Context: an optimization exercise on an open-source flow, tuned for small area. The choices shown serve that exercise and are no tape-out recipe. Function was checked by simulation only, so behaviour that the tests miss may differ from the original. No run shown here takes its clock network from TritonCTS; it comes from the design's own scripts or RTL. The clock input has no modelled driver; a real chip could not lean on it and would need a root buffer or a full tree. Power is estimated from default activity; no workload was simulated.

$ cat flow/flow/run.sh
#!/bin/bash
# The standard layout (standard.sh) with these changes:
#  - synthesis maps the logic with an area-oriented abc script (deepsyn,
#    then area-recovering mapping) and leaves
#    adders to abc instead of half/full-adder cells (registers are mapped
#    before either step, so they are the standard synthesis's registers)
#  - each port gets the smallest buffer, sky130_fd_sc_hd__buf_1
set -euo pipefail
rm -rf scripts
cp -r "$FLOW_HOME/scripts" scripts
cp flow/abc_area.script scripts/abc_speed.script
export SCRIPTS_DIR="$PWD/scripts"
export ADDER_MAP_FILE=
export BUFFER_PORTS_ARGS="-buffer_cell sky130_fd_sc_hd__buf_1"
export MY_CTS_TCL="$PWD/flow/my_cts.tcl"
sed -i 's|^log_cmd clock_tree_synthesis {\*}\$cts_args$|source $::env(MY_CTS_TCL)\nmy_cts 3 3 sky130_fd_sc_hd__clkbuf_8 sky130_fd_sc_hd__clkbuf_8\nset_propagated_clock [all_clocks]|' scripts/cts.tcl
grep -q "my_cts 3 3" scripts/cts.tcl
bash standard.sh > standard.log 2>&1
$ cat flow/flow/abc_area.script
&get -n
&st
&deepsyn -T 60
&dch
&nf -R 1000
&put
$ cat flow/flow/my_cts.tcl
# Two-level clock tree in place of clock_tree_synthesis: the flip-flops are
# split into balanced groups by position (rows by y, then columns by x), one
# leaf buffer drives each group from its centroid, and one root buffer,
# driven by the clock port, drives the leaves.
proc my_cts { rows cols leaf_cell root_cell } {
  set db [ord::get_db]
  set block [ord::get_db_block]
  set clk [$block findNet tx_clock]
  set leafm [$db findMaster $leaf_cell]
  set rootm [$db findMaster $root_cell]
  set sinks {}
  foreach it [$clk getITerms] {
    set inst [$it getInst]
    set box [$inst getBBox]
    set x [expr { ([$box xMin] + [$box xMax]) / 2 }]
    set y [expr { ([$box yMin] + [$box yMax]) / 2 }]
    lappend sinks [list $it $x $y]
  }
  set n [llength $sinks]
  set sinks [lsort -integer -index 2 $sinks]
  set groups {}
  for { set r 0 } { $r < $rows } { incr r } {
    set a [expr { $r * $n / $rows }]
    set b [expr { ($r + 1) * $n / $rows - 1 }]
    set row [lsort -integer -index 1 [lrange $sinks $a $b]]
    set m [llength $row]
    for { set c 0 } { $c < $cols } { incr c } {
      set a2 [expr { $c * $m / $cols }]
      set b2 [expr { ($c + 1) * $m / $cols - 1 }]
      lappend groups [lrange $row $a2 $b2]
    }
  }
  set rnet [odb::dbNet_create $block clk_root]
  $rnet setSigType CLOCK
  set sx 0
  set sy 0
  set k 0
  foreach g $groups {
    set gx 0
    set gy 0
    foreach s $g {
      set gx [expr { $gx + [lindex $s 1] }]
      set gy [expr { $gy + [lindex $s 2] }]
    }
    set gx [expr { $gx / [llength $g] }]
    set gy [expr { $gy / [llength $g] }]
    set inst [odb::dbInst_create $block $leafm clk_leaf_$k]
    $inst setLocation $gx $gy
    $inst setPlacementStatus PLACED
    set net [odb::dbNet_create $block clk_leaf_net_$k]
    $net setSigType CLOCK
    [$inst findITerm A] connect $rnet
    [$inst findITerm X] connect $net
    foreach s $g {
      set it [lindex $s 0]
      $it disconnect
      $it connect $net
    }
    set sx [expr { $sx + $gx }]
    set sy [expr { $sy + $gy }]
    puts "clock leaf $k: [llength $g] flip-flops at ($gx, $gy)"
    incr k
  }
  set root [odb::dbInst_create $block $rootm clk_root_buf]
  $root setLocation [expr { $sx / $k }] [expr { $sy / $k }]
  $root setPlacementStatus PLACED
  [$root findITerm A] connect $clk
  [$root findITerm X] connect $rnet
  $clk setSigType CLOCK
}
$ cat flow/standard.sh
#!/bin/bash
# synth_recipe.tcl (not shown) runs the flow's synth.tcl, then flattens the netlist and writes it again
# the make line also repeats each setting of config.mk as NAME=value (left out here)
make -C /OpenROAD-flow-scripts/flow DESIGN_CONFIG=/design/flow/config.mk WORK_HOME=/design/flow/orfs CLKGATE_MAP_FILE= SYNTH_SCRIPT=/design/flow/synth_recipe.tcl "${@:-finish}"
$ cat flow/config.mk
export PLATFORM = sky130hd
export DESIGN_NAME = network_tx
export DESIGN_NICKNAME = network_tx
export VERILOG_FILES = /design/flow/design.v
export SDC_FILE = /design/flow/constraint.sdc
export NUM_CORES = 4
export LEC_CHECK = 0
export CAP_MARGIN = 20
export CORE_MARGIN = 2
export CORE_UTILIZATION = 40
export GPL_TIMING_DRIVEN = 0
export SLEW_MARGIN = 20
$ cat flow/constraint.sdc
create_clock -name core_clock -period 10.0 [get_ports {tx_clock}]
set_input_delay 2.0000 -clock core_clock [delete_from_list [all_inputs] [get_ports {tx_clock}]]
set_output_delay 2.0000 -clock core_clock [all_outputs]
set_load 0.01 [all_outputs]
$ cat flow/design.v
package net_tx_pkg;
  typedef logic [7:0]  byte_t;       
  typedef logic [47:0] mac_addr_t;   
  typedef logic [31:0] ip_addr_t;    
  typedef logic [15:0] port_t;       
  typedef logic [15:0] length_t;     
  typedef enum logic [1:0] {SEQ_IDLE, SEQ_READY, SEQ_START, SEQ_BUSY} seq_state_t;
  typedef enum logic [2:0] {
    MAC_IDLE,
    MAC_PREAMBLE,
    MAC_HEADER,
    MAC_PAYLOAD,
    MAC_FCS
  } mac_state_t;
  typedef enum logic [1:0] {IP_IDLE, IP_HEADER, IP_PAYLOAD} ip_state_t;
  localparam byte_t       PREAMBLE_BYTE    = 8'h55;
  localparam byte_t       SFD_BYTE         = 8'hD5;
  localparam int          PREAMBLE_LEN     = 8;      
  localparam int          MAC_HEADER_LEN   = 14;     
  localparam logic [15:0] ETHERTYPE_IPV4   = 16'h0800;
  localparam int          FCS_LEN          = 4;
  localparam logic [31:0] CRC_POLY         = 32'hEDB88320;   
  localparam logic [31:0] CRC_RESIDUE_INIT = 32'hFFFFFFFF;
  localparam int          IFG_LEN          = 12;     
  localparam int          IP_HEADER_LEN  = 20;
  localparam byte_t       IP_TTL         = 8'd128;
  localparam byte_t       IP_PROTO_UDP   = 8'd17;
  localparam logic [15:0] IP_FLAGS_DF    = 16'h4000;   
  localparam int          UDP_HEADER_LEN = 8;
  localparam port_t       LOCAL_PORT     = 16'd1024;
  localparam int MIN_PAYLOAD = 18;
  localparam int MAX_PAYLOAD = 1472;
endpackage
`timescale 1ns/1ps
module network_tx (
  input  logic        tx_clock,
  input  logic        rst,
  input  logic        udp_tx_request,
  input  logic [15:0] udp_tx_length,
  input  logic [7:0]  udp_tx_data,
  output logic        udp_tx_enable,
  output logic        udp_tx_active,
  input  logic        run,
  input  logic [47:0] local_mac,
  input  logic [31:0] local_ip,
  input  logic [47:0] dest_mac,
  input  logic [31:0] dest_ip,
  input  logic [15:0] dest_port,
  output logic [7:0]  phy_txd,
  output logic        phy_tx_en
);
  logic [6:0]  p;
  logic [10:0] pc;         
  logic [47:0] tx_dest_mac;
  logic [31:0] tx_dest_ip;
  logic [15:0] tx_dest_port;
  logic [31:0] crc_q;
  logic [31:0] crc_n;
  logic [15:0] acc;        
  logic        acc_c;      
  logic        acc_g;      
  logic [7:0]  m;          
  logic [7:0]  cd;         
  logic [7:0]  cb;         
  logic [7:0]  ipb;        
  logic [7:0]  macb;       
  logic [10:0] sl;         
  logic        fcs, crc_g;
  assign sl = pc + ((p > 7'd60) ? 11'd56 : 11'd54) + {10'd0, (p == 7'd57) || (p == 7'd79)};
  always_ff @(posedge tx_clock) begin
    if (rst) p <= '0;
    else if (p == 7'd0) p <= udp_tx_request ? 7'd29 : 7'd0;
    else if (p == 7'd81) p <= (pc == 11'd1998) ? 7'd82 : 7'd81;
    else if (p == 7'd99) p <= '0;
    else p <= p + 7'd1;
  end
  always_ff @(posedge tx_clock) begin
    if (p == 7'd29) pc <= udp_tx_length[10:0];
    else pc <= pc - 11'd1;
  end
  assign udp_tx_enable = (p == 7'd30);
  assign udp_tx_active = (p == 7'd80) || (p == 7'd81 && pc != 11'd1998);
  always_ff @(posedge tx_clock) begin
    if (!run) begin
      tx_dest_mac  <= dest_mac;
      tx_dest_ip   <= dest_ip;
      tx_dest_port <= dest_port;
    end
  end
  always_comb begin
    case (p[4:0])
      5'd2: ipb = local_ip[31:24];
      5'd3: ipb = local_ip[23:16];
      5'd4: ipb = local_ip[15:8];
      5'd5: ipb = local_ip[7:0];
      5'd6: ipb = tx_dest_ip[31:24];
      5'd7: ipb = tx_dest_ip[23:16];
      5'd8: ipb = tx_dest_ip[15:8];
      5'd9: ipb = tx_dest_ip[7:0];
      5'd12: ipb = tx_dest_port[15:8];
      5'd13: ipb = tx_dest_port[7:0];
      default: ipb = 8'h00;
    endcase
  end
  always_comb begin
    case (p[3:0])
      4'd8: macb = tx_dest_mac[47:40];
      4'd9: macb = tx_dest_mac[39:32];
      4'd10: macb = tx_dest_mac[31:24];
      4'd11: macb = tx_dest_mac[23:16];
      4'd12: macb = tx_dest_mac[15:8];
      4'd13: macb = tx_dest_mac[7:0];
      4'd14: macb = local_mac[47:40];
      4'd15: macb = local_mac[39:32];
      4'd0: macb = local_mac[31:24];
      4'd1: macb = local_mac[23:16];
      4'd2: macb = local_mac[15:8];
      default: macb = local_mac[7:0];
    endcase
  end
  always_comb begin
    if (p == 7'd29) cb = 8'h12;
    else if (p == 7'd30) cb = 8'h05;
    else if (p >= 7'd34 && p <= 7'd41) cb = ipb;
    else if (p == 7'd56 || p == 7'd57) cb = m;
    else if (p >= 7'd80) cb = udp_tx_data;
    else cb = 8'h00;
  end
  assign acc_g = (p > 7'd30) && (p < 7'd79);
  always_ff @(posedge tx_clock) begin
    {acc_c, acc[15:8]} <= {1'b0, acc[7:0] & {8{acc_g}}} + {1'b0, cb} + {8'd0, acc_c & acc_g};
    acc[7:0] <= acc[15:8];
  end
  always_comb begin
    case (p)
      7'd40, 7'd41, 7'd42, 7'd43, 7'd44, 7'd45, 7'd46, 7'd47, 7'd48, 7'd49, 7'd50, 7'd51: m = macb;
      7'd52: m = 8'h08;
      7'd54: m = 8'h45;
      7'd56: m = {5'd0, sl[10:8]};
      7'd57: m = sl[7:0];
      7'd60: m = 8'h40;
      7'd62: m = 8'h80;
      7'd63: m = 8'h11;
      7'd64, 7'd65: m = ~acc[7:0];
      7'd66, 7'd67, 7'd68, 7'd69, 7'd70, 7'd71, 7'd72, 7'd73: m = ipb;
      7'd74: m = 8'h04;
      7'd76, 7'd77: m = ipb;
      7'd78: m = {5'd0, sl[10:8]};
      7'd79: m = sl[7:0];
      7'd81, 7'd82: m = acc[7:0];
      default: m = 8'h00;
    endcase
  end
  always_comb begin
    case (p)
      7'd36: cd = 8'h62;
      7'd37: cd = 8'h81;
      7'd38: cd = 8'h90;
      7'd39: cd = 8'hD9;
      default: cd = m;
    endcase
  end
  assign fcs   = (p >= 7'd83) && (p <= 7'd86);
  assign crc_g = !fcs && !((p >= 7'd36) && (p <= 7'd39));
  crc32_byte crc_inst (.c(crc_q), .g(crc_g), .d(cd), .n(crc_n));
  always_ff @(posedge tx_clock) crc_q <= crc_n;
  always_comb begin
    if (p >= 7'd32 && p <= 7'd38) phy_txd = 8'h55;
    else if (p == 7'd39) phy_txd = 8'hD5;
    else if (fcs) phy_txd = ~crc_q[7:0];
    else phy_txd = m;
  end
  assign phy_tx_en = (p >= 7'd32) && (p <= 7'd86);
endmodule
module crc32_byte (
  input  logic [31:0] c,
  input  logic        g,
  input  logic [7:0]  d,
  output logic [31:0] n
);
  logic [7:0] x;
  assign x = (c[7:0] & {8{g}}) ^ d;
  wire s0 = x[0] ^ x[5];
  wire s1 = x[2] ^ x[3];
  wire s2 = x[1] ^ x[7];
  wire s3 = x[6] ^ s1;
  wire s4 = x[4] ^ x[7];
  wire s5 = x[6] ^ s0;
  wire s6 = x[1] ^ x[2];
  wire s7 = x[0] ^ x[4];
  wire s8 = x[1] ^ s0;
  wire s9 = x[6] ^ s2;
  wire s10 = x[3] ^ x[4];
  wire s11 = x[3] ^ s4;
  wire s12 = x[6] ^ s11;
  wire s13 = x[4] ^ s5;
  wire s14 = x[2] ^ s4;
  wire s15 = s2 ^ s10;
  wire s16 = x[5] ^ s3;
  assign n[0] = x[2] ^ c[8];
  assign n[1] = x[0] ^ x[3] ^ c[9];
  assign n[2] = x[1] ^ c[10] ^ s7;
  assign n[3] = x[5] ^ c[11] ^ s6;
  assign n[4] = x[0] ^ c[12] ^ s3;
  assign n[5] = c[13] ^ s15;
  assign n[6] = x[4] ^ x[5] ^ c[14];
  assign n[7] = c[15] ^ s5;
  assign n[8] = c[16] ^ s9;
  assign n[9] = x[7] ^ c[17];
  assign n[10] = x[2] ^ c[18];
  assign n[11] = x[3] ^ c[19];
  assign n[12] = c[20] ^ s7;
  assign n[13] = c[21] ^ s8;
  assign n[14] = x[6] ^ c[22] ^ s6;
  assign n[15] = x[7] ^ c[23] ^ s1;
  assign n[16] = c[24] ^ s1 ^ s7;
  assign n[17] = c[25] ^ s8 ^ s10;
  assign n[18] = c[26] ^ s6 ^ s13;
  assign n[19] = c[27] ^ s2 ^ s16;
  assign n[20] = c[28] ^ s12;
  assign n[21] = x[5] ^ c[29] ^ s14;
  assign n[22] = c[30] ^ s16;
  assign n[23] = c[31] ^ s12;
  assign n[24] = s0 ^ s14;
  assign n[25] = s3 ^ s8;
  assign n[26] = s2 ^ s3 ^ s7;
  assign n[27] = x[5] ^ s15;
  assign n[28] = s13;
  assign n[29] = s2 ^ s5;
  assign n[30] = x[0] ^ s9;
  assign n[31] = s2;
endmodule
==> results.json, run 1 <==
{
  "run_status": "no timing/DRC/antenna violations",
  "final.period_utilization_pct": 70.1,
  "synth_flop_cell": "sky130_fd_sc_hd__edfxtp_1",
  "worst_pin_slew_ns": 1.11,
  "detail_route.wl_per_cell_um": 19.9,
  "syn-instance-count": 629,
  "first_pass_grt_wire_length_um": 32000,
  "grt_setup_unrepaired": "false",
  "wirelength_um": 21500,
  "clk_pin_slew_worst_paths_ns": 0.12,
  "crit_path_dat_ns": 7.35,
  "synth_fp_nets": 833,
  "max-cap-violations": 0,
  "placementRows": 48,
  "dr.pass1.iters": 7,
  "timing.critical_path.required_ns": 10.34,
  "power.ir.vdd_worst_v": 0.000120,
  "finalClockSkew_ns": 0.0166,
  "pwr_density_cell_mw_per_mm2": 236,
  "global_route.usage.total_pct": 22.2,
  "synth_largest_type_area_fraction_pct": 40.3,
  "min_path_cells": 0,
  "antenna_found_initial": 0,
  "rrSetupSlack_ns": 2.99,
  "p_leak_nw": 2.82,
  "hp-class": "flip-flop to flip-flop",
  "post-synth-top-count-cell": "sky130_fd_sc_hd__edfxtp_1",
  "initial_utilization_pct": 41.1,
  "worst_slew_margin_rel_pct": 25.7,
  "dpl.hpwl_um": 16200,
  "post_drt_via_cell_ratio": 5.60,
  "setup_viol": 0,
  "core_footprint_mm2": 0.0174,
  "io_buffer_count": 209,
  "netlist_top_cells_area": "sky130_fd_sc_hd__edfxtp_1 40%, sky130_fd_sc_hd__dfxtp_1 19%, sky130_fd_sc_hd__xnor2_1 6.2%",
  "worstReg2RegEnd": "acc_c$_DFF_P_",
  "globalRouteOverflowTotal": 0,
  "critical_path.max_fanout": 16,
  "post_cts_resized": 0,
  "dpl_cell_area_mm2": 0.00837,
  "synthesis.yosys.warnings": 1,
  "ant_nets": 0,
  "antenna-diode-count": 0,
  "final_instance_count_excl_fillers": 1081,
  "globalplace.congestion": 0.915,
  "reg2regPathDepth": 26,
  "final-hold-violation-count": 0,
  "hold_ws_ns": 0.331,
  "grt_start_max_net_pins": 78,
  "postCtsHoldBufs": 0,
  "achievable_freq_mhz": 143,
  "die_h_um": 138,
  "yosys_register_bits": 163,
  "die_area_mm2": 0.0190,
  "critPathLaunch": "p[3]$_SDFF_PP0_",
  "route.detailed.drc": 0,
  "detailroute.via_count": 6056,
  "grt_pass1_vias": 5856,
  "synth_top_cell_by_area": "sky130_fd_sc_hd__edfxtp_1",
  "synth_edf_count": 96,
  "filler_cell_count": 1703,
  "mappedNetlistArea_mm2": 0.00716,
  "finalNetCount": 1062,
  "synth_top_cells_by_count": "96 x sky130_fd_sc_hd__edfxtp_1, 70 x sky130_fd_sc_hd__nand2_1, 67 x sky130_fd_sc_hd__dfxtp_1",
  "layout-area-overhead-vs-synth_pct": 18.8,
  "worst_setup_path_start_kind": "flip-flop",
  "place_inst": 1071,
  "proportion_of_layout_cells_with_a_drive_suffix_above_1_pct": 3.15,
  "layout_min_cycle_time_ns": 7.01,
  "critical_path_class": "flip-flop to flip-flop",
  "number_of_ports_placed_on_the_die_boundary": 215,
  "min_from": "acc[11]$_DFF_P_",
  "design_power_total_mw": 2.00,
  "summed_area_of_non_filler_cells_in_the_final_layout_mm2": 0.00851,
  "synth.avg_cell_area_um2": 11.4,
  "postCtsSetupRepairBufs": 0,
  "end_kind": "flip-flop",
  "placement.setup.worst_slack_ns": 2.76,
  "endpoint": "acc_c$_DFF_P_",
  "insertion_delay_ns": 0.44,
  "slew_viol_final": 0,
  "asyncSetResetFlopFracSynth_pct": 0,
  "share_of_the_core_filled_with_cells_in_the_final_layout_pct": 48.8,
  "first_iter_violations": 587,
  "totalNegativeSetupSlack_ns": 0,
  "setup_ws_ns": 2.99,
  "synth-seq-area-share_pct": 59.0,
  "die_w_um": 138,
  "worst_r2r_startpoint": "p[3]$_SDFF_PP0_",
  "post_synth_num_cell_types": 45
}
[where the power goes]
part / switching (mW) / internal (mW) / total (mW) / leakage (nW)
registers: 0.0825 / 0.866 / 0.949 / 1.50
logic: 0.416 / 0.347 / 0.764 / 1.26
clock network: 0.200 / 0.0908 / 0.291 / 0.0719
total: 0.699 / 1.30 / 2.00 / 2.82
[worst min-delay path by stage]
stage / slack (ns) / end
3_3_place_gp: 0.31 / acc[2]$_DFF_P_
3_5_place_dp: 0.31 / acc[5]$_DFF_P_
5_1_grt: 0.34 / acc[3]$_DFF_P_
4_1_cts: 0.34 / acc[3]$_DFF_P_
2_1_floorplan: 0.31 / acc[0]$_DFF_P_
6_report: 0.33 / acc[3]$_DFF_P_
[per-layer routing]
layer,up-vias,track usage [%],wire (um)
met5,-,0,0
met4,0,5.95,671
met3,44,3.79,1890
met2,311,39.0,10200
met1,2833,28.4,8800
li1,2868,-,-
[registers in the layout (all words and copies together) (netlist names)]
signal / flops
acc: 16
acc_c: 1
crc_q: 32
p: 7
pc: 11
tx_dest_ip: 32
tx_dest_mac: 48
tx_dest_port: 16
[cell type report]
class / instances / area (um2) / share of cell area [%]
Timing Repair Buffer: 217 / 895 / 10.5
Multi-Input combinational cell: 460 / 2940 / 34.6
Inverter: 6 / 27.5 / 0.324
Sequential cell: 163 / 4220 / 49.7
Tap cell: 225 / 282 / 3.31
Buffer: 10 / 138 / 1.62
[layout by cell type, fill, tap and decap left out, types with 4 or more instances in the layout]
| cell | instances |
|---|---|
| sky130_fd_sc_hd__nor3_1 | 10 |
| sky130_fd_sc_hd__xor2_1 | 33 |
| sky130_fd_sc_hd__nand2_1 | 70 |
| sky130_fd_sc_hd__o21ai_0 | 28 |
| sky130_fd_sc_hd__buf_1 | 209 |
| sky130_fd_sc_hd__clkinv_1 | 5 |
| sky130_fd_sc_hd__edfxtp_1 | 96 |
| sky130_fd_sc_hd__a222oi_1 | 26 |
| sky130_fd_sc_hd__nand2b_1 | 8 |
| sky130_fd_sc_hd__nor2_1 | 51 |
| sky130_fd_sc_hd__xnor2_1 | 51 |
| sky130_fd_sc_hd__o211ai_1 | 10 |
| sky130_fd_sc_hd__a31oi_1 | 7 |
| sky130_fd_sc_hd__nor2_2 | 5 |
| sky130_fd_sc_hd__maj3_1 | 4 |
| sky130_fd_sc_hd__a22oi_1 | 25 |
| sky130_fd_sc_hd__a21oi_1 | 33 |
| sky130_fd_sc_hd__clkbuf_8 | 10 |
| sky130_fd_sc_hd__nand4_1 | 5 |
| sky130_fd_sc_hd__and2_0 | 6 |
| sky130_fd_sc_hd__a221oi_1 | 10 |
| sky130_fd_sc_hd__a22o_1 | 8 |
| sky130_fd_sc_hd__nand3_1 | 23 |
| sky130_fd_sc_hd__o21a_1 | 4 |
| sky130_fd_sc_hd__dfxtp_1 | 67 |
[critical path, cell delays in order, from the launching register on]
cell                        delay (ns)
sky130_fd_sc_hd__dfxtp_1          0.72
sky130_fd_sc_hd__nand2_1          0.39
sky130_fd_sc_hd__nor2_2           0.73
sky130_fd_sc_hd__nand2_1          0.22
sky130_fd_sc_hd__a21oi_1          0.16
sky130_fd_sc_hd__o21ai_0          0.12
sky130_fd_sc_hd__nand2_1          0.08
sky130_fd_sc_hd__a21oi_1          0.07
sky130_fd_sc_hd__nand3_1          0.17
sky130_fd_sc_hd__nand3_1          0.12
sky130_fd_sc_hd__and2_0           0.23
sky130_fd_sc_hd__and3_1           0.22
sky130_fd_sc_hd__o31a_1           0.31
sky130_fd_sc_hd__nor2_1           0.10
sky130_fd_sc_hd__a2111oi_0        0.10
sky130_fd_sc_hd__o21ai_0          0.34
sky130_fd_sc_hd__o21ai_0          0.16
sky130_fd_sc_hd__a21o_1           0.24
sky130_fd_sc_hd__maj3_1           0.39
sky130_fd_sc_hd__maj3_1           0.39
sky130_fd_sc_hd__xnor2_1          0.16
sky130_fd_sc_hd__a21oi_1          0.24
sky130_fd_sc_hd__xor2_1           0.24
sky130_fd_sc_hd__nand2_1          0.08
sky130_fd_sc_hd__o21a_1           0.14
sky130_fd_sc_hd__maj3_1           0.39
sky130_fd_sc_hd__maj3_1           0.35
[logic make-up after synthesis]
family                     share of synthesized area [%]
AOI/OAI and AO/OA                                   17.3
xor gates and xnor gates                            10.3
adders and majority gates                          0.559
buffers and inverters                              0.315
DFF                                                 59.0
and+or+nand+nor                                     12.5
==> run 2, diff against run 1 <==
--- a/flow/flow/run.sh
+++ b/flow/flow/run.sh
@@ -13,4 +13,5 @@
 export ADDER_MAP_FILE=
 export BUFFER_PORTS_ARGS="-buffer_cell sky130_fd_sc_hd__buf_1"
+export DONT_USE_CELLS="sky130_fd_sc_hd__buf_6 sky130_fd_sc_hd__buf_8 sky130_fd_sc_hd__buf_12 sky130_fd_sc_hd__buf_16"
 export MY_CTS_TCL="$PWD/flow/my_cts.tcl"
 sed -i 's|^log_cmd clock_tree_synthesis {\*}\$cts_args$|source $::env(MY_CTS_TCL)\nmy_cts 3 3 sky130_fd_sc_hd__clkbuf_8 sky130_fd_sc_hd__clkbuf_8\nset_propagated_clock [all_clocks]|' scripts/cts.tcl
==> run 2 against run 1 <==
Against the previous run: maximum frequency unchanged; worst hold slack unchanged; utilization is the same; routed wire length stayed put; clock power about the same; worst setup slack unchanged; register-to-register slack barely moved; die area did not move; synthesized cell count unchanged; largest cell class unchanged.
==> results.json, run 2 <==
{
  "postCtsSetupRepairBufs": 0,
  "grt_setup_unrepaired": "false",
  "antenna-diode-count": 0,
  "insertion_delay_ns": 0.44,
  "postCtsHoldBufs": 0,
  "end_kind": "flip-flop",
  "proportion_of_layout_cells_with_a_drive_suffix_above_1_pct": 3.15,
  "synth_flop_cell": "sky130_fd_sc_hd__edfxtp_1",
  "final-hold-violation-count": 0,
  "io_buffer_count": 209,
  "grt_pass1_vias": 5856,
  "core_footprint_mm2": 0.0174,
  "die_h_um": 138,
  "die_area_mm2": 0.0190,
  "layout_min_cycle_time_ns": 7.01,
  "die_w_um": 138,
  "crit_path_dat_ns": 7.35,
  "globalplace.congestion": 0.915,
  "detail_route.wl_per_cell_um": 19.9,
  "setup_viol": 0,
  "max-cap-violations": 0,
  "pwr_density_cell_mw_per_mm2": 236,
  "mappedNetlistArea_mm2": 0.00716,
  "clk_pin_slew_worst_paths_ns": 0.12,
  "run_status": "no timing/DRC/antenna violations",
  "critical_path.max_fanout": 16,
  "synth_largest_type_area_fraction_pct": 40.3,
  "min_path_cells": 0,
  "cellInternalPower_mw": 1.30,
  "dr.pass1.iters": 7,
  "post_synth_num_cell_types": 45,
  "largest_register_by_flop_count": "tx_dest_mac",
  "finalNetCount": 1062,
  "globalRouteOverflowTotal": 0,
  "power.ir.vdd_worst_v": 0.000120,
  "post_drt_via_cell_ratio": 5.60,
  "synth_fp_nets": 833,
  "route.detailed.drc": 0,
  "achievable_freq_mhz": 143,
  "synth_top_cells_by_count": "96 x sky130_fd_sc_hd__edfxtp_1, 70 x sky130_fd_sc_hd__nand2_1, 67 x sky130_fd_sc_hd__dfxtp_1",
  "worst_pin_slew_ns": 1.11,
  "layout.cells.most_common": "sky130_fd_sc_hd__buf_1",
  "first_iter_violations": 587,
  "initial_utilization_pct": 41.1,
  "worst_setup_path_start_kind": "flip-flop",
  "final.period_utilization_pct": 70.1,
  "number_of_ports_placed_on_the_die_boundary": 215,
  "hold_ws_ns": 0.331,
  "max_ffs_per_register": 48,
  "wirelength_um": 21500,
  "synth_top_cell_by_area": "sky130_fd_sc_hd__edfxtp_1",
  "global_route.usage.total_pct": 22.2,
  "timing.critical_path.required_ns": 10.34,
  "power_switching_share_pct": 34.9,
  "worst_slew_margin_rel_pct": 25.7,
  "grt_start_max_net_pins": 78,
  "totalNegativeSetupSlack_ns": 0,
  "slew_viol_final": 0,
  "final_cell_mix": "209 x sky130_fd_sc_hd__buf_1, 96 x sky130_fd_sc_hd__edfxtp_1, 70 x sky130_fd_sc_hd__nand2_1",
  "power.switching_mw": 0.699,
  "placementRows": 48,
  "netlist_top_cells_area": "sky130_fd_sc_hd__edfxtp_1 40%, sky130_fd_sc_hd__dfxtp_1 19%, sky130_fd_sc_hd__xnor2_1 6.2%",
  "synth_edf_count": 96,
  "syn-instance-count": 629,
  "layout-area-overhead-vs-synth_pct": 18.8,
  "power.clock.fraction_pct": 14.5,
  "detailroute.via_count": 6056,
  "power.combinational.fraction_pct": 38.1,
  "largest_registers": "tx_dest_mac: 48 flops, crc_q: 32 flops, tx_dest_ip: 32 flops",
  "post-synth-top-count-cell": "sky130_fd_sc_hd__edfxtp_1",
  "post_cts_resized": 0,
  "antenna_found_initial": 0,
  "p_leak_nw": 2.82,
  "critical_path_class": "flip-flop to flip-flop",
  "first_pass_grt_wire_length_um": 32000,
  "share_of_the_core_filled_with_cells_in_the_final_layout_pct": 48.8,
  "yosys_register_bits": 163,
  "seq_power_share_pct": 47.4,
  "dpl.hpwl_um": 16200,
  "summed_area_of_non_filler_cells_in_the_final_layout_mm2": 0.00851,
  "dpl_cell_area_mm2": 0.00837,
  "synth-seq-area-share_pct": 59.0,
  "asyncSetResetFlopFracSynth_pct": 0,
  "finalClockSkew_ns": 0.0166,
  "ant_nets": 0,
  "reg2regPathDepth": 26,
  "synthesis.yosys.warnings": 1,
  "synth.avg_cell_area_um2": 11.4,
  "hp-class": "flip-flop to flip-flop"
}
-- run 2: final timing paths --
check | from | to | slack (ns)
hold / removal | acc[11]$_DFF_P_ | acc[3]$_DFF_P_ | 0.33
setup reg to reg | p[3]$_SDFF_PP0_ | acc_c$_DFF_P_ | 2.99
setup / recovery | p[3]$_SDFF_PP0_ | acc_c$_DFF_P_ | 2.99
hold reg to reg | acc[11]$_DFF_P_ | acc[3]$_DFF_P_ | 0.33
-- run 2: area by class of cell --
cell class	count	area [um2]
well taps	225	282
inverters	6	27.5
repair buffers	217	895
fillers	1703	8910
plain buffers	10	138
flip-flops and latches	163	4220
multi-input cells	460	2940
-- run 2: cells by family (layout without fill, tap and decap cells) --
group                      after synthesis  after routing  share of synthesized area (%)
DFF                                    163            163                           59.0
buffers and inverters                    6            233                          0.315
adders and majority gates                4              4                          0.559
and+or+nand+nor                        199            199                           12.5
xor gates and xnor gates                84             84                           10.3
AOI/OAI and AO/OA                      173            173                           17.3
-- run 2: per-stage QoR --
stage	setup WS, ns	std cells	power (mW)
4_1_cts	3.10	1081	2.01
6_report	2.99	1081	2.00
3_5_place_dp	2.76	1071	1.73
2_1_floorplan	3.96	629	1.53
5_1_grt	2.37	1081	2.13
3_3_place_gp	2.62	1063	1.71
-- run 2: per-layer routing --
metal	vias to the layer above	track usage (%)	part of all wire, %
met2	311	39.0	47
met4	0	5.95	3.1
met1	2833	28.4	41
met3	44	3.79	8.8
li1	2868	-	-
met5	-	0	0
-- run 2: power by group through the flow --
stage	registers (mW)	clock network [mW]	logic (mW)
5_1_grt	0.965	0.325	0.839
2_1_floorplan	0.944	0	0.587
3_3_place_gp	0.963	0	0.744
3_5_place_dp	0.964	0	0.762
6_report	0.949	0.291	0.764
4_1_cts	0.948	0.298	0.767
-- run 2: critical path: stages, from the launching register on --
cell and delay [ns]:
sky130_fd_sc_hd__dfxtp_1 0.72, sky130_fd_sc_hd__nand2_1 0.39, sky130_fd_sc_hd__nor2_2 0.73, sky130_fd_sc_hd__nand2_1 0.22, sky130_fd_sc_hd__a21oi_1 0.16, sky130_fd_sc_hd__o21ai_0 0.12, sky130_fd_sc_hd__nand2_1 0.08, sky130_fd_sc_hd__a21oi_1 0.07
sky130_fd_sc_hd__nand3_1 0.17, sky130_fd_sc_hd__nand3_1 0.12, sky130_fd_sc_hd__and2_0 0.23, sky130_fd_sc_hd__and3_1 0.22, sky130_fd_sc_hd__o31a_1 0.31, sky130_fd_sc_hd__nor2_1 0.10, sky130_fd_sc_hd__a2111oi_0 0.10, sky130_fd_sc_hd__o21ai_0 0.34
sky130_fd_sc_hd__o21ai_0 0.16, sky130_fd_sc_hd__a21o_1 0.24, sky130_fd_sc_hd__maj3_1 0.39, sky130_fd_sc_hd__maj3_1 0.39, sky130_fd_sc_hd__xnor2_1 0.16, sky130_fd_sc_hd__a21oi_1 0.24, sky130_fd_sc_hd__xor2_1 0.24, sky130_fd_sc_hd__nand2_1 0.08
sky130_fd_sc_hd__o21a_1 0.14, sky130_fd_sc_hd__maj3_1 0.39, sky130_fd_sc_hd__maj3_1 0.35
==> run 3, diff against run 2 <==
--- a/flow/flow/run.sh
+++ b/flow/flow/run.sh
@@ -6,4 +6,7 @@
 #    before either step, so they are the standard synthesis's registers)
 #  - each port gets the smallest buffer, sky130_fd_sc_hd__buf_1
+#  - the clock tree is two levels of clkbuf_8 (flow/my_cts.tcl): the
+#    flip-flops are split into 3 x 3 balanced groups by position, one leaf
+#    buffer per group, one root buffer on the clock port
 set -euo pipefail
 rm -rf scripts
@@ -13,5 +16,6 @@
 export ADDER_MAP_FILE=
 export BUFFER_PORTS_ARGS="-buffer_cell sky130_fd_sc_hd__buf_1"
-export DONT_USE_CELLS="sky130_fd_sc_hd__buf_6 sky130_fd_sc_hd__buf_8 sky130_fd_sc_hd__buf_12 sky130_fd_sc_hd__buf_16"
+sed -i "s/^set_dont_use \$::env(DONT_USE_CELLS)$/set_dont_use \$::env(DONT_USE_CELLS)\nset_dont_use {sky130_fd_sc_hd__buf_6 sky130_fd_sc_hd__buf_8 sky130_fd_sc_hd__buf_12 sky130_fd_sc_hd__buf_16}/" scripts/resize.tcl
+grep -q "sky130_fd_sc_hd__buf_6 sky130_fd_sc_hd__buf_8" scripts/resize.tcl
 export MY_CTS_TCL="$PWD/flow/my_cts.tcl"
 sed -i 's|^log_cmd clock_tree_synthesis {\*}\$cts_args$|source $::env(MY_CTS_TCL)\nmy_cts 3 3 sky130_fd_sc_hd__clkbuf_8 sky130_fd_sc_hd__clkbuf_8\nset_propagated_clock [all_clocks]|' scripts/cts.tcl
==> run 3 against run 2 <==
Against the previous run: worst hold slack worse by 0.0060 ns; global-route usage is 0.059 points lower; combinational power is 0.5% lower; critical path depth stayed put; utilization is 0.16 points lower.
==> results.json, run 3 <==
{
  "synth_flop_cell": "sky130_fd_sc_hd__edfxtp_1",
  "syn-instance-count": 629,
  "mappedNetlistArea_mm2": 0.00716,
  "crit_path_dat_ns": 7.32,
  "synth_top_cell_by_area": "sky130_fd_sc_hd__edfxtp_1",
  "totalNegativeSetupSlack_ns": 0,
  "layout_min_cycle_time_ns": 6.98,
  "power_switching_share_pct": 34.8,
  "placement.setup.worst_slack_ns": 2.76,
  "io_buffer_count": 209,
  "critical_path.max_fanout": 16,
  "synth-seq-area-share_pct": 59.0,
  "globalplace.congestion": 0.915,
  "power.clock.fraction_pct": 14.5,
  "cellInternalPower_mw": 1.30,
  "max_ffs_per_register": 48,
  "slew_viol_final": 0,
  "worst_setup_path_start_kind": "flip-flop",
  "synth.avg_cell_area_um2": 11.4,
  "grt_setup_unrepaired": "false",
  "die_area_mm2": 0.0190,
  "min_from": "acc[11]$_DFF_P_",
  "synth_fp_nets": 833,
  "hp-class": "flip-flop to flip-flop",
  "reg2regPathDepth": 26,
  "min_path_cells": 0,
  "synth_largest_type_area_fraction_pct": 40.3,
  "route.detailed.drc": 0,
  "run_status": "no timing/DRC/antenna violations",
  "synth_top_cells_by_count": "96 x sky130_fd_sc_hd__edfxtp_1, 70 x sky130_fd_sc_hd__nand2_1, 67 x sky130_fd_sc_hd__dfxtp_1",
  "end_kind": "flip-flop",
  "core_footprint_mm2": 0.0174,
  "number_of_ports_placed_on_the_die_boundary": 215,
  "finalNetCount": 1062,
  "worst_r2r_startpoint": "p[3]$_SDFF_PP0_",
  "first_iter_violations": 525,
  "grt_pass1_vias": 5904,
  "post-synth-top-count-cell": "sky130_fd_sc_hd__edfxtp_1",
  "final_cell_mix": "209 x sky130_fd_sc_hd__buf_1, 96 x sky130_fd_sc_hd__edfxtp_1, 70 x sky130_fd_sc_hd__nand2_1",
  "globalRouteOverflowTotal": 0,
  "layout-area-overhead-vs-synth_pct": 18.4,
  "max-cap-violations": 0,
  "detail_route.wl_per_cell_um": 19.8,
  "layout.cells.most_common": "sky130_fd_sc_hd__buf_1",
  "seq_power_share_pct": 47.5,
  "achievable_freq_mhz": 143,
  "final-hold-violation-count": 0,
  "whs_endpoint": "acc[3]$_DFF_P_",
  "timing.critical_path.required_ns": 10.34,
  "power.ir.vdd_worst_v": 0.000121,
  "dpl.hpwl_um": 16200,
  "dr.pass1.iters": 5,
  "worst_pin_slew_ns": 1.13,
  "largest_registers": "tx_dest_mac: 48 flops, crc_q: 32 flops, tx_dest_ip: 32 flops",
  "postCtsHoldBufs": 0,
  "post_drt_via_cell_ratio": 5.55,
  "yosys_register_bits": 163,
  "insertion_delay_ns": 0.44,
  "critical_path_class": "flip-flop to flip-flop",
  "synthesis.yosys.warnings": 1,
  "proportion_of_layout_cells_with_a_drive_suffix_above_1_pct": 3.15,
  "netlist_top_cells_area": "sky130_fd_sc_hd__edfxtp_1 40%, sky130_fd_sc_hd__dfxtp_1 19%, sky130_fd_sc_hd__xnor2_1 6.2%",
  "pwr_density_cell_mw_per_mm2": 236,
  "setup_ws_ns": 3.02,
  "wirelength_um": 21400,
  "worst_slew_margin_rel_pct": 24.6,
  "global_route.usage.total_pct": 22.2,
  "synth_edf_count": 96,
  "post_cts_resized": 0,
  "first_pass_grt_wire_length_um": 32000,
  "rrSetupSlack_ns": 3.02,
  "setup_viol": 0,
  "ant_nets": 0,
  "finalClockSkew_ns": 0.0165,
  "antenna_found_initial": 0,
  "p_leak_nw": 2.82,
  "antenna-diode-count": 0,
  "grt_start_max_net_pins": 78,
  "worstReg2RegEnd": "acc_c$_DFF_P_",
  "postCtsSetupRepairBufs": 0,
  "largest_register_by_flop_count": "tx_dest_mac",
  "initial_utilization_pct": 41.1,
  "asyncSetResetFlopFracSynth_pct": 0,
  "placementRows": 48,
  "post_synth_num_cell_types": 45,
  "final.period_utilization_pct": 69.8,
  "die_h_um": 138,
  "detailroute.via_count": 5999,
  "power.switching_mw": 0.697,
  "die_w_um": 138,
  "power.combinational.fraction_pct": 38.0,
  "clk_pin_slew_worst_paths_ns": 0.12
}
## run 3: worst max path at each step
stage | slack, ns | cells after the start | end | from
floorplan | 3.96 | 20 | acc_c$_DFF_P_ | local_ip[16]
global placement | 2.62 | 22 | acc_c$_DFF_P_ | p[1]$_SDFF_PP0_
detailed placement | 2.76 | 21 | acc_c$_DFF_P_ | local_ip[16]
CTS | 3.14 | 26 | acc_c$_DFF_P_ | p[3]$_SDFF_PP0_
global route | 2.45 | 26 | acc_c$_DFF_P_ | p[3]$_SDFF_PP0_
finish | 3.02 | 26 | acc_c$_DFF_P_ | p[3]$_SDFF_PP0_
## run 3: power groups by stage
stage,Sequential [mW],Combinational (mW),Clock [mW]
5_1_grt,0.965,0.835,0.324
4_1_cts,0.948,0.766,0.299
3_3_place_gp,0.963,0.744,0
3_5_place_dp,0.964,0.761,0
2_1_floorplan,0.944,0.587,0
6_report,0.949,0.760,0.291
## run 3: stage by stage
| step | total power, mW | std cells | cell area, um2 | util (%) | hold WS (ns) |
|---|---|---|---|---|---|
| floorplan | 1.53 | 629 | 7160 | - | 0.310 |
| global placement | 1.71 | 1063 | 8220 | 47.2 | 0.310 |
| detailed placement | 1.73 | 1071 | 8340 | 47.9 | 0.312 |
| CTS | 2.01 | 1081 | 8480 | 48.7 | 0.330 |
| global route | 2.12 | 1081 | 8480 | 48.7 | 0.341 |
| finish | 2.00 | 1081 | 8480 | 48.7 | 0.325 |
## run 3: layout make-up
type,instances,area (um2)
Fill cell,1705,8940
Timing Repair Buffer,217,867
Buffer,10,138
Sequential cell,163,4220
Tap cell,225,282
Inverter,6,27.5
Multi-Input combinational cell,460,2940
## run 3: cells by family (layout without fill, tap and decap cells)
logic type | Yosys count | in the layout | share of synthesized area (%)
buffers and inverters | 6 | 233 | 0.315
and+or+nand+nor | 199 | 199 | 12.5
xor gates and xnor gates | 84 | 84 | 10.3
DFF | 163 | 163 | 59.0
AOI/OAI and AO/OA | 173 | 173 | 17.3
adders and majority gates | 4 | 4 | 0.559
## run 3: critical path, stage by stage, from the launching register on
cell and delay, ns:
sky130_fd_sc_hd__dfxtp_1 0.73, sky130_fd_sc_hd__nand2_1 0.39, sky130_fd_sc_hd__nor2_2 0.70, sky130_fd_sc_hd__nand2_1 0.23, sky130_fd_sc_hd__a21oi_1 0.15, sky130_fd_sc_hd__o21ai_0 0.11, sky130_fd_sc_hd__nand2_1 0.08, sky130_fd_sc_hd__a21oi_1 0.07
sky130_fd_sc_hd__nand3_1 0.18, sky130_fd_sc_hd__nand3_1 0.12, sky130_fd_sc_hd__and2_0 0.23, sky130_fd_sc_hd__and3_1 0.22, sky130_fd_sc_hd__o31a_1 0.31, sky130_fd_sc_hd__nor2_1 0.11, sky130_fd_sc_hd__a2111oi_0 0.11, sky130_fd_sc_hd__o21ai_0 0.33
sky130_fd_sc_hd__o21ai_0 0.15, sky130_fd_sc_hd__a21o_1 0.24, sky130_fd_sc_hd__maj3_1 0.39, sky130_fd_sc_hd__maj3_1 0.39, sky130_fd_sc_hd__xnor2_1 0.16, sky130_fd_sc_hd__a21oi_1 0.27, sky130_fd_sc_hd__xor2_1 0.24, sky130_fd_sc_hd__nand2_1 0.08
sky130_fd_sc_hd__o21a_1 0.13, sky130_fd_sc_hd__maj3_1 0.39, sky130_fd_sc_hd__maj3_1 0.35
## run 3: layer usage
layer | global-route usage [%] | wire [um]
met1 | 28.2 | 8730
met3 | 3.61 | 1750
met5 | 0 | 0
met2 | 38.9 | 10200
met4 | 6.29 | 714
==> run 4, diff against run 3 <==
--- a/flow/config.mk
+++ b/flow/config.mk
@@ -6,7 +6,7 @@
 export NUM_CORES = 4
 export LEC_CHECK = 0
-export CAP_MARGIN = 20
+export CAP_MARGIN = 5
 export CORE_MARGIN = 2
 export CORE_UTILIZATION = 40
 export GPL_TIMING_DRIVEN = 0
-export SLEW_MARGIN = 20
+export SLEW_MARGIN = 5
==> run 4 against run 3 <==
Against the previous run: first-iteration DRC count is 2.7% higher; via count down 0.78%; synthesized area unchanged; die area stayed put; register-to-register slack worse by 0.45 ns; combinational power is essentially flat; total power up 0.16%; synthesized cell count unchanged; largest cell class unchanged; largest power group unchanged; highest routed layer unchanged.
==> results.json, run 4 <==
{
  "synthesis.yosys.warnings": 1,
  "global_route.usage.total_pct": 22.2,
  "finalClockSkew_ns": 0.0176,
  "insertion_delay_ns": 0.44,
  "grt_pass1_vias": 5826,
  "proportion_of_layout_cells_with_a_drive_suffix_above_1_pct": 2.92,
  "critical_path.max_fanout": 16,
  "asyncSetResetFlopFracSynth_pct": 0,
  "antenna_found_initial": 0,
  "power_switching_share_pct": 35.0,
  "clk_pin_slew_worst_paths_ns": 0.12,
  "post-synth-top-count-cell": "sky130_fd_sc_hd__edfxtp_1",
  "netlist_top_cells_area": "sky130_fd_sc_hd__edfxtp_1 40%, sky130_fd_sc_hd__dfxtp_1 19%, sky130_fd_sc_hd__xnor2_1 6.2%",
  "globalRouteOverflowTotal": 0,
  "rrSetupSlack_ns": 2.56,
  "synth_largest_type_area_fraction_pct": 40.3,
  "synth_flop_cell": "sky130_fd_sc_hd__edfxtp_1",
  "finalNetCount": 1061,
  "yosys_register_bits": 163,
  "worst_r2r_startpoint": "p[3]$_SDFF_PP0_",
  "grt_start_max_net_pins": 97,
  "synth-seq-area-share_pct": 59.0,
  "min_from": "acc[11]$_DFF_P_",
  "whs_endpoint": "acc[3]$_DFF_P_",
  "post_synth_num_cell_types": 45,
  "max-cap-violations": 0,
  "dpl_cell_area_mm2": 0.00831,
  "largest_registers": "tx_dest_mac: 48 flops, crc_q: 32 flops, tx_dest_ip: 32 flops",
  "synth.avg_cell_area_um2": 11.4,
  "p_leak_nw": 2.80,
  "grt_setup_unrepaired": "false",
  "die_h_um": 138,
  "post_cts_resized": 0,
  "layout.cells.most_common": "sky130_fd_sc_hd__buf_1",
  "slowest_stage": "sky130_fd_sc_hd__nor2_1",
  "synth_fp_nets": 833,
  "largest_register_by_flop_count": "tx_dest_mac",
  "cellInternalPower_mw": 1.30,
  "multi_input_area_mm2": 0.00294,
  "hp-class": "flip-flop to flip-flop",
  "layout_min_cycle_time_ns": 7.44,
  "worstReg2RegEnd": "acc_c$_DFF_P_",
  "final_cell_mix": "209 x sky130_fd_sc_hd__buf_1, 96 x sky130_fd_sc_hd__edfxtp_1, 70 x sky130_fd_sc_hd__nand2_1",
  "achievable_freq_mhz": 134,
  "post_drt_via_cell_ratio": 5.51,
  "io_buffer_count": 209,
  "synth_edf_count": 96,
  "worst_slew_margin_rel_pct": 15.3,
  "design_power_total_mw": 2.00,
  "max_ffs_per_register": 48,
  "die_w_um": 138,
  "synth_top_cell_by_area": "sky130_fd_sc_hd__edfxtp_1",
  "power.clock.fraction_pct": 14.6,
  "syn-instance-count": 629,
  "first_pass_grt_wire_length_um": 31900,
  "reg2regPathDepth": 26,
  "number_of_ports_placed_on_the_die_boundary": 215,
  "end_kind": "flip-flop",
  "pwr_density_cell_mw_per_mm2": 237,
  "antenna-diode-count": 0,
  "power.switching_mw": 0.701,
  "final-hold-violation-count": 0,
  "sequential_cell_area_mm2": 0.00422,
  "critical-path-max-stage-delay_ns": 1.05,
  "detail_route.wl_per_cell_um": 19.8,
  "timing.critical_path.required_ns": 10.34,
  "setup_viol": 0,
  "detailroute.via_count": 5952,
  "layout-area-overhead-vs-synth_pct": 18.0,
  "postCtsHoldBufs": 0,
  "critical_path_class": "flip-flop to flip-flop",
  "core_footprint_mm2": 0.0174,
  "dr.pass1.iters": 5,
  "power.combinational.fraction_pct": 38.0,
  "globalplace.congestion": 0.915,
  "final.period_utilization_pct": 74.4,
  "slew_viol_final": 0,
  "crit_path_dat_ns": 7.78,
  "min_path_cells": 0,
  "ant_nets": 0,
  "die_area_mm2": 0.0190,
  "dpl.hpwl_um": 16000,
  "first_iter_violations": 539,
  "initial_utilization_pct": 41.1,
  "filler_cell_count": 1665,
  "placementRows": 48,
  "seq_power_share_pct": 47.5,
  "postCtsSetupRepairBufs": 0,
  "worst_pin_slew_ns": 1.27,
  "synth_top_cells_by_count": "96 x sky130_fd_sc_hd__edfxtp_1, 70 x sky130_fd_sc_hd__nand2_1, 67 x sky130_fd_sc_hd__dfxtp_1",
  "mappedNetlistArea_mm2": 0.00716,
  "wirelength_um": 21400,
  "run_status": "no timing/DRC/antenna violations",
  "worst_setup_path_start_kind": "flip-flop",
  "route.detailed.drc": 0,
  "power.ir.vdd_worst_v": 0.000131,
  "summed_area_of_non_filler_cells_in_the_final_layout_mm2": 0.00844,
  "totalNegativeSetupSlack_ns": 0
}
## run 4: metrics by stage
stage	setup slack, ns	hold slack [ns]	utilization, %	cells
2_1_floorplan	3.96	0.310	-	629
3_3_place_gp	2.62	0.310	47.2	1063
3_5_place_dp	2.74	0.312	47.7	1070
4_1_cts	2.72	0.334	48.5	1080
5_1_grt	1.98	0.338	48.5	1080
6_report	2.56	0.327	48.5	1080
## run 4: layout make-up
class	instances	area share [%]
plain buffers	10	1.63
inverters	6	0.326
multi-input cells	460	34.8
flip-flops and latches	163	50.0
well taps	225	3.33
repair buffers	216	9.88
## run 4: kinds of logic (layout without fill, tap and decap cells)
kind of cell               count (synthesis)  count (layout)  synth area share, %
and+or+nand+nor                          199             199                 12.5
AOI/OAI and AO/OA                        173             173                 17.3
DFF                                      163             163                 59.0
xor gates and xnor gates                  84              84                 10.3
buffers and inverters                      6             232                0.315
adders and majority gates                  4               4                0.559
## run 4: metal layers
| metal | routed length [um] | part of all wire [%] | global-route usage, % | vias to the layer above |
|---|---|---|---|---|
| li1 | - | - | - | 2864 |
| met1 | 8640 | 40 | 28.4 | 2776 |
| met2 | 10100 | 47 | 38.5 | 266 |
| met3 | 1880 | 8.8 | 3.90 | 46 |
| met4 | 756 | 3.5 | 6.46 | 0 |
| met5 | 0 | 0 | 0 | - |
## run 4: critical path: cells and delay by family (launching register included)
| kind | cells | cell delay (ns) |
|---|---|---|
| DFF | 1 | 0.73 |
| and+or+nand+nor | 10 | 2.72 |
| adders and majority gates | 4 | 1.52 |
| xor gates and xnor gates | 2 | 0.41 |
| AOI/OAI and AO/OA | 10 | 1.92 |
## run 4: power by group through the flow
stage | registers (mW) | logic (mW) | clock network [mW]
floorplan | 0.944 | 0.587 | 0
global placement | 0.963 | 0.744 | 0
detailed placement | 0.965 | 0.759 | 0
CTS | 0.949 | 0.764 | 0.298
global route | 0.966 | 0.835 | 0.325
finish | 0.951 | 0.761 | 0.292
## run 4: worst max path at each step
stage	endpoint	cells past startpoint	slack, ns	start
2_1_floorplan	acc_c$_DFF_P_	20	3.96	local_ip[16]
3_3_place_gp	acc_c$_DFF_P_	22	2.62	p[1]$_SDFF_PP0_
3_5_place_dp	acc_c$_DFF_P_	26	2.74	p[3]$_SDFF_PP0_
4_1_cts	acc_c$_DFF_P_	26	2.72	p[3]$_SDFF_PP0_
5_1_grt	acc_c$_DFF_P_	26	1.98	p[3]$_SDFF_PP0_
6_report	acc_c$_DFF_P_	26	2.56	p[3]$_SDFF_PP0_
==> run 5, diff against run 4 <==
--- a/flow/flow/run.sh
+++ b/flow/flow/run.sh
@@ -7,5 +7,5 @@
 #  - each port gets the smallest buffer, sky130_fd_sc_hd__buf_1
 #  - the clock tree is two levels of clkbuf_8 (flow/my_cts.tcl): the
-#    flip-flops are split into 3 x 3 balanced groups by position, one leaf
+#    flip-flops are split into 3 x 4 balanced groups by position, one leaf
 #    buffer per group, one root buffer on the clock port
 set -euo pipefail
@@ -19,5 +19,5 @@
 grep -q "sky130_fd_sc_hd__buf_6 sky130_fd_sc_hd__buf_8" scripts/resize.tcl
 export MY_CTS_TCL="$PWD/flow/my_cts.tcl"
-sed -i 's|^log_cmd clock_tree_synthesis {\*}\$cts_args$|source $::env(MY_CTS_TCL)\nmy_cts 3 3 sky130_fd_sc_hd__clkbuf_8 sky130_fd_sc_hd__clkbuf_8\nset_propagated_clock [all_clocks]|' scripts/cts.tcl
-grep -q "my_cts 3 3" scripts/cts.tcl
+sed -i 's|^log_cmd clock_tree_synthesis {\*}\$cts_args$|source $::env(MY_CTS_TCL)\nmy_cts 3 4 sky130_fd_sc_hd__clkbuf_8 sky130_fd_sc_hd__clkbuf_8\nset_propagated_clock [all_clocks]|' scripts/cts.tcl
+grep -q "my_cts 3 4" scripts/cts.tcl
 bash standard.sh > standard.log 2>&1
--- a/flow/config.mk
+++ b/flow/config.mk
@@ -6,7 +6,7 @@
 export NUM_CORES = 4
 export LEC_CHECK = 0
-export CAP_MARGIN = 5
+export CAP_MARGIN = 20
 export CORE_MARGIN = 2
 export CORE_UTILIZATION = 40
 export GPL_TIMING_DRIVEN = 0
-export SLEW_MARGIN = 5
+export SLEW_MARGIN = 20
==> run 5 against run 4 <==
Against the previous run: utilization grew 0.44 points; cell count increased by 0.37%; final area is 0.90% higher; sequential share of layout area down 0.45 points; routed wire length up 0.70%; combinational power about the same; sequential power about the same; worst hold slack gained 0.0057 ns; first-iteration DRC count decreased by 9.3%; register-to-register slack improved by 0.47 ns; clock power grew about 10%; maximum frequency rose by 6.7%; largest cell class unchanged.
==> results.json, run 5 <==
{
  "sequential_cell_area_mm2": 0.00422,
  "synth-seq-area-share_pct": 59.0,
  "final_instance_count_excl_fillers": 1084,
  "final-hold-violation-count": 0,
  "largest_registers": "tx_dest_mac: 48 flops, crc_q: 32 flops, tx_dest_ip: 32 flops",
  "worst_slew_margin_rel_pct": 27.2,
  "proportion_of_layout_cells_with_a_drive_suffix_above_1_pct": 3.49,
  "hp-class": "flip-flop to flip-flop",
  "post_synth_num_cell_types": 45,
  "final.period_utilization_pct": 69.7,
  "detailroute.via_count": 6019,
  "postCtsSetupRepairBufs": 0,
  "run_status": "no timing/DRC/antenna violations",
  "mappedNetlistArea_mm2": 0.00716,
  "summed_area_of_non_filler_cells_in_the_final_layout_mm2": 0.00852,
  "post_cts_resized": 0,
  "synth_largest_type_area_fraction_pct": 40.3,
  "layout-area-overhead-vs-synth_pct": 19.0,
  "global_route.usage.total_pct": 22.1,
  "postCtsHoldBufs": 0,
  "critical_path.max_fanout": 16,
  "totalNegativeSetupSlack_ns": 0,
  "asyncSetResetFlopFracSynth_pct": 0,
  "dpl_cell_area_mm2": 0.00834,
  "synth.avg_cell_area_um2": 11.4,
  "synth_top_cell_by_area": "sky130_fd_sc_hd__edfxtp_1",
  "min_from": "acc[8]$_DFF_P_",
  "worst_r2r_startpoint": "p[3]$_SDFF_PP0_",
  "synth_flop_cell": "sky130_fd_sc_hd__edfxtp_1",
  "p_leak_nw": 2.85,
  "hold_ws_ns": 0.333,
  "antenna_found_initial": 0,
  "ant_nets": 0,
  "synth_top_cells_by_count": "96 x sky130_fd_sc_hd__edfxtp_1, 70 x sky130_fd_sc_hd__nand2_1, 67 x sky130_fd_sc_hd__dfxtp_1",
  "wirelength_um": 21500,
  "die_w_um": 138,
  "number_of_ports_placed_on_the_die_boundary": 215,
  "max_ffs_per_register": 48,
  "synth_edf_count": 96,
  "placementRows": 48,
  "finalClockSkew_ns": 0.0152,
  "multi_input_area_mm2": 0.00294,
  "synthesis.yosys.warnings": 1,
  "antenna-diode-count": 0,
  "end_kind": "flip-flop",
  "setup_viol": 0,
  "dpl.hpwl_um": 16200,
  "insertion_delay_ns": 0.46,
  "netlist_top_cells_area": "sky130_fd_sc_hd__edfxtp_1 40%, sky130_fd_sc_hd__dfxtp_1 19%, sky130_fd_sc_hd__xnor2_1 6.2%",
  "post-synth-top-count-cell": "sky130_fd_sc_hd__edfxtp_1",
  "filler_cell_count": 1697,
  "worst_setup_path_start_kind": "flip-flop",
  "detail_route.wl_per_cell_um": 19.9,
  "first_pass_grt_wire_length_um": 31900,
  "achievable_freq_mhz": 143,
  "crit_path_dat_ns": 7.32,
  "grt_pass1_vias": 5921,
  "io_buffer_count": 209,
  "final_cell_mix": "209 x sky130_fd_sc_hd__buf_1, 96 x sky130_fd_sc_hd__edfxtp_1, 70 x sky130_fd_sc_hd__nand2_1",
  "initial_utilization_pct": 41.1,
  "yosys_register_bits": 163,
  "first_iter_violations": 489,
  "slew_viol_final": 0,
  "dr.pass1.iters": 5,
  "globalplace.congestion": 0.915,
  "pwr_density_cell_mw_per_mm2": 239,
  "route.detailed.drc": 0,
  "place_inst": 1071,
  "timing.critical_path.required_ns": 10.35,
  "syn-instance-count": 629,
  "layout.cells.most_common": "sky130_fd_sc_hd__buf_1",
  "clk_pin_slew_worst_paths_ns": 0.10,
  "die_area_mm2": 0.0190,
  "globalRouteOverflowTotal": 0,
  "critical_path_class": "flip-flop to flip-flop",
  "worst_pin_slew_ns": 1.09,
  "finalNetCount": 1065,
  "largest_register_by_flop_count": "tx_dest_mac",
  "synth_fp_nets": 833,
  "grt_start_max_net_pins": 78,
  "max-cap-violations": 0,
  "post_drt_via_cell_ratio": 5.55,
  "grt_setup_unrepaired": "false",
  "core_footprint_mm2": 0.0174,
  "critPathLaunch": "p[3]$_SDFF_PP0_",
  "layout_min_cycle_time_ns": 6.97,
  "design_power_total_mw": 2.03,
  "power.ir.vdd_worst_v": 0.000141,
  "die_h_um": 138
}
[run 5: final timing paths]
| kind | cells past startpoint | slack [ns] | endpoint |
|---|---|---|---|
| min reg2reg | 0 | 0.33 | acc[0]$_DFF_P_ |
| max reg2reg | 26 | 3.03 | acc_c$_DFF_P_ |
| min | 0 | 0.33 | acc[0]$_DFF_P_ |
| max | 26 | 3.03 | acc_c$_DFF_P_ |
[run 5: where the power goes]
part           leakage [nW]  internal (mW)  switching, mW
clock network        0.0935          0.116          0.206
logic                  1.26          0.346          0.416
registers              1.50          0.867         0.0826
total                  2.85           1.33          0.705
[run 5: area by class of cell]
class                      instances  area share [%]
buffer                            13            2.10
tap                              225            3.30
inverter                           6           0.323
sequential                       163            49.6
multi-input combinational        460            34.5
timing repair buffer             217            10.2
[run 5: per-layer routing]
metal	routed length [um]	share of wire, %	vias up	global-route usage (%)
met5	0	0	-	0
met4	709	3.3	0	6.63
met3	1850	8.6	49	3.61
met2	10300	48	302	38.8
met1	8680	40	2795	28.0
li1	-	-	2873	-
[run 5: critical path: stages (launching register included)]
cell	delay (ns)
sky130_fd_sc_hd__dfxtp_1	0.70
sky130_fd_sc_hd__nand2_1	0.39
sky130_fd_sc_hd__nor2_2	0.70
sky130_fd_sc_hd__nand2_1	0.24
sky130_fd_sc_hd__a21oi_1	0.15
sky130_fd_sc_hd__o21ai_0	0.11
sky130_fd_sc_hd__nand2_1	0.08
sky130_fd_sc_hd__a21oi_1	0.07
sky130_fd_sc_hd__nand3_1	0.18
sky130_fd_sc_hd__nand3_1	0.12
sky130_fd_sc_hd__and2_0	0.23
sky130_fd_sc_hd__and3_1	0.22
sky130_fd_sc_hd__o31a_1	0.31
sky130_fd_sc_hd__nor2_1	0.11
sky130_fd_sc_hd__a2111oi_0	0.11
sky130_fd_sc_hd__o21ai_0	0.32
sky130_fd_sc_hd__o21ai_0	0.15
sky130_fd_sc_hd__a21o_1	0.24
sky130_fd_sc_hd__maj3_1	0.39
sky130_fd_sc_hd__maj3_1	0.39
sky130_fd_sc_hd__xnor2_1	0.16
sky130_fd_sc_hd__a21oi_1	0.27
sky130_fd_sc_hd__xor2_1	0.24
sky130_fd_sc_hd__nand2_1	0.08
sky130_fd_sc_hd__o21a_1	0.14
sky130_fd_sc_hd__maj3_1	0.39
sky130_fd_sc_hd__maj3_1	0.35
[run 5: logic make-up after synthesis]
group / synth area share, %
compound gates: 17.3
fa+ha+maj: 0.559
flops: 59.0
simple gates: 12.5
xor+xnor: 10.3
buf+inv: 0.315
[run 5: through the flow]
stage	util, %	worst slack (ns)
floorplan	-	3.96
global placement	47.2	2.62
detailed placement	47.9	2.76
CTS	48.9	3.12
global route	48.9	2.45
finish	48.9	3.03
==> run 6, diff against run 5 <==
--- a/flow/config.mk
+++ b/flow/config.mk
@@ -6,7 +6,7 @@
 export NUM_CORES = 4
 export LEC_CHECK = 0
-export CAP_MARGIN = 20
+export CAP_MARGIN = 5
 export CORE_MARGIN = 2
 export CORE_UTILIZATION = 40
 export GPL_TIMING_DRIVEN = 0
-export SLEW_MARGIN = 20
+export SLEW_MARGIN = 5
==> run 6 against run 5 <==
Against the previous run: still clean; worst setup slack got worse by 0.41 ns; routed wire length down 0.65%; first-iteration DRC count is 3.3% lower; synthesized cell count did not move; largest cell class unchanged; highest routed layer unchanged.
==> results.json, run 6 <==
{
  "run_status": "no timing/DRC/antenna violations",
  "filler_cell_count": 1655,
  "critical-path-max-stage-delay_ns": 1.01,
  "global_route.usage.total_pct": 22.2,
  "slew_viol_final": 0,
  "met2WireLength_um": 10200,
  "synth_xor_xnor_area_share_pct": 10.3,
  "dpl.hpwl_um": 16000,
  "min_path_cells": 0,
  "hp-class": "flip-flop to flip-flop",
  "first_pass_grt_wire_length_um": 31900,
  "met3_wirelength_um": 1910,
  "route.detailed.drc": 0,
  "largest_register_by_flop_count": "tx_dest_mac",
  "detail_route.wl_per_cell_um": 19.8,
  "layout.cells.most_common": "sky130_fd_sc_hd__buf_1",
  "yosys_register_bits": 163,
  "worst_setup_path_start_kind": "flip-flop",
  "setup_viol": 0,
  "netlist_top_cells_area": "sky130_fd_sc_hd__edfxtp_1 40%, sky130_fd_sc_hd__dfxtp_1 19%, sky130_fd_sc_hd__xnor2_1 6.2%",
  "timing.critical_path.required_ns": 10.35,
  "routed.top_layer": "met4",
  "placementRows": 48,
  "power.combinational.fraction_pct": 37.4,
  "finalClockSkew_ns": 0.0164,
  "max_ffs_per_register": 48,
  "die_h_um": 138,
  "mappedNetlistArea_mm2": 0.00716,
  "detailroute.via_count": 5999,
  "number_of_ports_placed_on_the_die_boundary": 215,
  "totalNegativeSetupSlack_ns": 0,
  "postCtsHoldBufs": 0,
  "design_power_total_mw": 2.03,
  "reg2regPathDepth": 26,
  "initial_utilization_pct": 41.1,
  "path_delay_family": "simple AND/OR/NAND/NOR gates",
  "max-cap-violations": 0,
  "p_leak_nw": 2.83,
  "post_synth_fa_ha_maj_area_fraction_pct": 0.559,
  "synth_edf_count": 96,
  "rrSetupSlack_ns": 2.62,
  "worstReg2RegEnd": "acc_c$_DFF_P_",
  "synth_compound_area_share_pct": 17.3,
  "synth-simple-area-share_pct": 12.5,
  "power_switching_share_pct": 34.6,
  "post_synth_num_cell_types": 45,
  "crit_path_dat_ns": 7.72,
  "achievable_freq_mhz": 136,
  "finalNetCount": 1064,
  "layout_min_cycle_time_ns": 7.38,
  "final_cell_mix": "209 x sky130_fd_sc_hd__buf_1, 96 x sky130_fd_sc_hd__edfxtp_1, 70 x sky130_fd_sc_hd__nand2_1",
  "largest_registers": "tx_dest_mac: 48 flops, crc_q: 32 flops, tx_dest_ip: 32 flops",
  "die_w_um": 138,
  "post-synth-top-count-cell": "sky130_fd_sc_hd__edfxtp_1",
  "ant_nets": 0,
  "slowest_stage": "sky130_fd_sc_hd__nor2_1",
  "critical_path.max_fanout": 16,
  "asyncSetResetFlopFracSynth_pct": 0,
  "insertion_delay_ns": 0.46,
  "min_from": "acc[10]$_DFF_P_",
  "synth_top_cells_by_count": "96 x sky130_fd_sc_hd__edfxtp_1, 70 x sky130_fd_sc_hd__nand2_1, 67 x sky130_fd_sc_hd__dfxtp_1",
  "synth.avg_cell_area_um2": 11.4,
  "detail_route.wirelength.met1_um": 8530,
  "globalRouteOverflowTotal": 0,
  "first_iter_violations": 473,
  "final.period_utilization_pct": 73.8,
  "syn-instance-count": 629,
  "core_footprint_mm2": 0.0174,
  "synthesis.yosys.warnings": 1,
  "clk_pin_slew_worst_paths_ns": 0.10,
  "critPathBufInv": 0,
  "cellInternalPower_mw": 1.33,
  "power.ir.vdd_worst_v": 0.000128,
  "wirelength_um": 21400,
  "die_area_mm2": 0.0190,
  "power.switching_mw": 0.702,
  "synth_largest_type_area_fraction_pct": 40.3,
  "antenna-diode-count": 0,
  "end_kind": "flip-flop",
  "grt_setup_unrepaired": "false",
  "globalplace.congestion": 0.915,
  "worst_slew_margin_rel_pct": 18.9,
  "dr.pass1.iters": 6,
  "final-hold-violation-count": 0,
  "post_drt_via_cell_ratio": 5.54,
  "layout-area-overhead-vs-synth_pct": 18.5,
  "post_cts_resized": 0,
  "synth_fp_nets": 833,
  "synth_top_cell_by_area": "sky130_fd_sc_hd__edfxtp_1",
  "synth-seq-area-share_pct": 59.0,
  "proportion_of_layout_cells_with_a_drive_suffix_above_1_pct": 3.26,
  "seq_power_share_pct": 46.8,
  "dominant_combinational_cell_family_by_area_after_synthesis": "compound AO/OA/AOI/OAI gates",
  "worst_pin_slew_ns": 1.21,
  "postCtsSetupRepairBufs": 0,
  "grt_start_max_net_pins": 97,
  "io_buffer_count": 209,
  "worst_r2r_startpoint": "p[3]$_SDFF_PP0_",
  "antenna_found_initial": 0,
  "synth.area.mux_share_pct": 0,
  "power.clock.fraction_pct": 15.8,
  "whs_endpoint": "acc[2]$_DFF_P_",
  "pwr_density_cell_mw_per_mm2": 239,
  "grt_pass1_vias": 5857,
  "synth_flop_cell": "sky130_fd_sc_hd__edfxtp_1",
  "critical_path_class": "flip-flop to flip-flop"
}
run 6: cell types whose count changed in the layout (fill, tap and decap cells not counted), sizes merged:
cell	change
bufbuf	-1
run 6: worst max-delay path by stage:
stage | slack [ns] | from | endpoint | depth (start not counted)
after floorplan | 3.96 | local_ip[16] | acc_c$_DFF_P_ | 20
after global placement | 2.62 | p[1]$_SDFF_PP0_ | acc_c$_DFF_P_ | 22
after detailed placement | 2.74 | p[3]$_SDFF_PP0_ | acc_c$_DFF_P_ | 26
after CTS | 2.71 | p[3]$_SDFF_PP0_ | acc_c$_DFF_P_ | 26
after global routing | 1.98 | p[3]$_SDFF_PP0_ | acc_c$_DFF_P_ | 26
final | 2.62 | p[3]$_SDFF_PP0_ | acc_c$_DFF_P_ | 26
run 6: power groups by stage:
stage | sequential, mW | combinational, mW | clock, mW
6_report | 0.951 | 0.759 | 0.320
5_1_grt | 0.966 | 0.835 | 0.353
4_1_cts | 0.949 | 0.764 | 0.330
3_5_place_dp | 0.965 | 0.759 | 0
3_3_place_gp | 0.963 | 0.744 | 0
2_1_floorplan | 0.944 | 0.587 | 0
run 6: layer usage:
layer,vias up,GRT usage (%)
met5,-,0
met4,0,6.52
met3,47,3.61
met2,289,38.9
met1,2796,28.2
li1,2867,-
run 6: metrics by stage:
stage	cells	setup slack, ns	hold slack [ns]	area, um2	utilization, %
after floorplan	629	3.96	0.310	7160	-
after global placement	1063	2.62	0.310	8220	47.2
after detailed placement	1070	2.74	0.312	8310	47.7
after CTS	1083	2.71	0.336	8480	48.7
after global routing	1083	1.98	0.350	8480	48.7
final	1083	2.62	0.332	8480	48.7
run 6: final cells by class:
type / instances / area (um2) / area share [%]
inverter: 6 / 27.5 / 0.324
timing repair buffer: 216 / 835 / 9.84
tap: 225 / 282 / 3.32
sequential: 163 / 4220 / 49.8
buffer: 13 / 179 / 2.11
multi-input combinational: 460 / 2940 / 34.6
run 6: cell families (layout without fill, tap and decap cells):
family	Yosys count	in the layout
adder cells (fa/ha/maj)	4	4
AO/OA/AOI/OAI	173	173
flip-flops	163	163
AND/OR/NAND/NOR	199	199
XOR/XNOR	84	84
buffers and inverters	6	235

[afterwards: timing with drivers on the ports]
In the flow no input, the clock included, has a driving cell. The finished layouts below were timed again as built, in two steps. Step 1: set_driving_cell puts a clkbuf_16 on tx_clock and a buf_2 on each other input, an assumption about the parent block. Step 2 times the ports against the registers' clock, not the clock port: input delays grow and output delays shrink by t, the midpoint of the rising clock arrivals with the driver on. a / b / c = ideal / step 1 / step 2; a / b = the first two.
run | t (ns) | setup slack, ns
run 1 | 0.471 | 2.994 / 2.994 / 2.740
run 2 | 0.471 | 2.994 / 2.994 / 2.740
run 3 | 0.471 | 3.017 / 3.017 / 2.714
run 4 | 0.467 | 2.563 / 2.563 / 2.563
run 5 | 0.485 | 3.030 / 3.030 / 2.697
run 6 | 0.491 | 2.621 / 2.621 / 2.621
After both steps setup and hold are still met in every run listed.
